From an optimization exercise on the open Yosys and OpenROAD flow, aimed at small area and a short achievable clock period; shortcuts taken in it are not production practice.
Only simulation tests tie the RTL to the original design; equivalence was not proved.

## fft16
module fft16 (
	input logic clk,
	input logic reset,
	input fft_pkg::sample_t realin,
	input fft_pkg::sample_t imagin,
	input logic startin,
	output fft_pkg::sample_t realout,
	output fft_pkg::sample_t imagout,
	output logic startout
);
	logic va, vax, vb7, vb7x, vb, vbx, vc13, vc13x, vd, vdx, ve19, ve19x, vf, vfx, vg, vgx, vh, vhx, vi, vix;
	logic [3:0] na, nax, nb7, nb7x, nb, nbx, nc13, nc13x, nd, ndx, ne19, ne19x, nf, nfx, ng, ngx, nh, nhx, ni, nix;
	logic ve20;
	logic [3:0] ne20;
	assign vax = startin || (va && na != 4'd15);
	assign nax = startin ? 4'd0 : na + 4'd1;
	always_ff @(posedge clk)
	begin
		na <= nax;
		ne20 <= ne19;
	end
	always_ff @(posedge clk or posedge reset)
	begin
		if (reset)
		begin
			va <= 1'b0;
			ve20 <= 1'b0;
		end
		else
		begin
			va <= vax;
			ve20 <= ve19;
		end
	end
	sample_loader #(.OFF(7)) u_lb7 (.clk(clk), .reset(reset), .up_v(va), .up_n(na), .v(vb7), .n(nb7), .vx(vb7x), .nx(nb7x));        
	sample_loader #(.OFF(2)) u_lb (.clk(clk), .reset(reset), .up_v(vb7), .up_n(nb7), .v(vb), .n(nb), .vx(vbx), .nx(nbx));            
	sample_loader #(.OFF(4)) u_lc (.clk(clk), .reset(reset), .up_v(vb), .up_n(nb), .v(vc13), .n(nc13), .vx(vc13x), .nx(nc13x));      
	sample_loader #(.OFF(4)) u_ld (.clk(clk), .reset(reset), .up_v(vc13), .up_n(nc13), .v(vd), .n(nd), .vx(vdx), .nx(ndx));          
	sample_loader #(.OFF(2)) u_le (.clk(clk), .reset(reset), .up_v(vd), .up_n(nd), .v(ve19), .n(ne19), .vx(ve19x), .nx(ne19x));      
	sample_loader #(.OFF(4)) u_lf (.clk(clk), .reset(reset), .up_v(ve20), .up_n(ne20), .v(vf), .n(nf), .vx(vfx), .nx(nfx));          
	sample_loader #(.OFF(2)) u_lg (.clk(clk), .reset(reset), .up_v(vf), .up_n(nf), .v(vg), .n(ng), .vx(vgx), .nx(ngx));              
	sample_loader #(.OFF(2)) u_lh (.clk(clk), .reset(reset), .up_v(vg), .up_n(ng), .v(vh), .n(nh), .vx(vhx), .nx(nhx));              
	sample_loader #(.OFF(7)) u_li (.clk(clk), .reset(reset), .up_v(vh), .up_n(nh), .v(vi), .n(ni), .vx(vix), .nx(nix));              
	logic f0, rot0, f1, f2, f3, sel12, sel03;
	logic r2_m6, r2_mul, r2_m4;
	always_ff @(posedge clk or posedge reset)
	begin
		if (reset)
		begin
			f0 <= 1'b0;
  ...
For scale: about 7100 cells after synthesis, ~1900 flip-flops, about 84 I/O pins, ~79000 sq um of cells after synthesis.
==> flow/config.mk <==
export PLATFORM = sky130hd
export DESIGN_NAME = fft16
export DESIGN_NICKNAME = fft16
export VERILOG_FILES = /design/flow/design.v
export SDC_FILE = /design/flow/constraint.sdc
export NUM_CORES = 4
export LEC_CHECK = 0
export CAP_MARGIN = 20
export CORE_MARGIN = 2
export CORE_UTILIZATION = 72
export CTS_CLUSTER_DIAMETER = 100
export CTS_CLUSTER_SIZE = 30
export PLACE_DENSITY = 0.85
export SLEW_MARGIN = 20
==> flow/constraint.sdc <==
create_clock -name core_clock -period 11.0 [get_ports {clk}]
set_input_delay 2.2000 -clock core_clock [delete_from_list [all_inputs] [get_ports {clk}]]
set_output_delay 2.2000 -clock core_clock [all_outputs]
set_load 0.01 [all_outputs]
standard.sh (not shown) runs the stock make flow with config.mk's settings and CLKGATE_MAP_FILE= SYNTH_SCRIPT=/design/flow/synth_recipe.tcl, a recipe that flattens the netlist after the stock synthesis.
==> flow/flow/run.sh <==
#!/bin/bash
# Standard layout, with timing repair aiming for more setup slack than the
# clock period needs. Each step's output also goes to orfs/logs.
set -euo pipefail
MARGIN=$(cat flow/margin.txt)
bash standard.sh synth > synth.log 2>&1
bash standard.sh SETUP_SLACK_MARGIN="$MARGIN" finish > layout.log 2>&1
==> flow/flow/margin.txt <==
7.7
The baseline finished clean.
Change:
--- a/flow/config.mk
+++ b/flow/config.mk
@@ -11 +11 @@
-export CTS_CLUSTER_DIAMETER = 100
+export CTS_CLUSTER_DIAMETER = 150
@@ -13 +12,0 @@
-export PLACE_DENSITY = 0.85
Effect: The changed run completed with no timing, DRC or antenna violations; synthesized area is unchanged; maximum frequency went up by 0.69%; wire length decreases by 4.8%.
Change:
--- a/flow/config.mk
+++ b/flow/config.mk
@@ -11 +11 @@
-export CTS_CLUSTER_DIAMETER = 150
+export CTS_CLUSTER_DIAMETER = 100
Result:
- clock skew went down by 3.8 ps
- setup slack barely changes
- final area went up by 0.35%
- wire length went up by 0.86%
Change:
--- a/flow/config.mk
+++ b/flow/config.mk
@@ -10,3 +10,4 @@
-export CORE_UTILIZATION = 72
-export CTS_CLUSTER_DIAMETER = 100
-export CTS_CLUSTER_SIZE = 30
+export CORE_UTILIZATION = 60
+export CTS_CLUSTER_DIAMETER = 150
+export CTS_CLUSTER_SIZE = 25
+export PLACE_DENSITY = 0.75
Effect:
- synthesized cell count is unchanged
- non-clock buffer count came out lower by 32
Change:
==> flow/flow/margin.txt (replaced) <==
7.9
--- a/flow/config.mk
+++ b/flow/config.mk
@@ -10,4 +10,3 @@
-export CORE_UTILIZATION = 60
-export CTS_CLUSTER_DIAMETER = 150
-export CTS_CLUSTER_SIZE = 25
-export PLACE_DENSITY = 0.75
+export CORE_UTILIZATION = 65
+export CTS_CLUSTER_DIAMETER = 100
+export CTS_CLUSTER_SIZE = 30
After rerunning: Cell count fell slightly. Routed wire length rose by a few percent. Maximum frequency rises slightly.
Change:
==> flow/flow/margin.txt (replaced) <==
7.75
--- a/flow/config.mk
+++ b/flow/config.mk
@@ -10 +10 @@
-export CORE_UTILIZATION = 65
+export CORE_UTILIZATION = 72
The new run completed without violations.
Worst hold slack degrades by 9.2 ps.
Sequential share of layout area rose by 0.69 points.

what the ideal ports hide:
In the flow no input, the clock included, has a driving cell. The finished layouts below were timed again as built, in two steps. Step 1 sets driving cells, clkbuf_16 on the clock port and buf_2 on the other inputs (assumed; they add their load-dependent delay and slew). Step 2 times the ports against the registers' clock, not the clock port: input delays grow and output delays shrink by t, the midpoint of the rising clock arrivals with the driver on. Three values: ideal ports, drivers, drivers and shift; two values: the first two.
run | t, ns | setup WS [ns] | hold WS [ns] | pins driven straight from the clock port
the first run | 0.763 | 7.621 / 7.552 / 7.187 | 0.321 / 0.321 / 0.321 | 1
the second run | 0.764 | 7.644 / 7.573 / 7.439 | 0.322 / 0.322 / 0.322 | 1
the third run | 0.756 | 7.647 / 7.575 / 7.440 | 0.321 / 0.321 / 0.321 | 1
the fourth run | 0.778 | 7.618 / 7.548 / 7.217 | 0.313 / 0.313 / 0.313 | 1
the fifth run | 0.766 | 7.654 / 7.577 / 7.322 | 0.315 / 0.315 / 0.315 | 1
the sixth run | 0.782 | 7.633 / 7.558 / 7.407 | 0.305 / 0.305 / 0.305 | 1
After both steps every run listed still meets setup and hold. The setup slack of the first run, which loses most, moves by -0.069 ns with the drivers and by -0.434 ns with both steps.
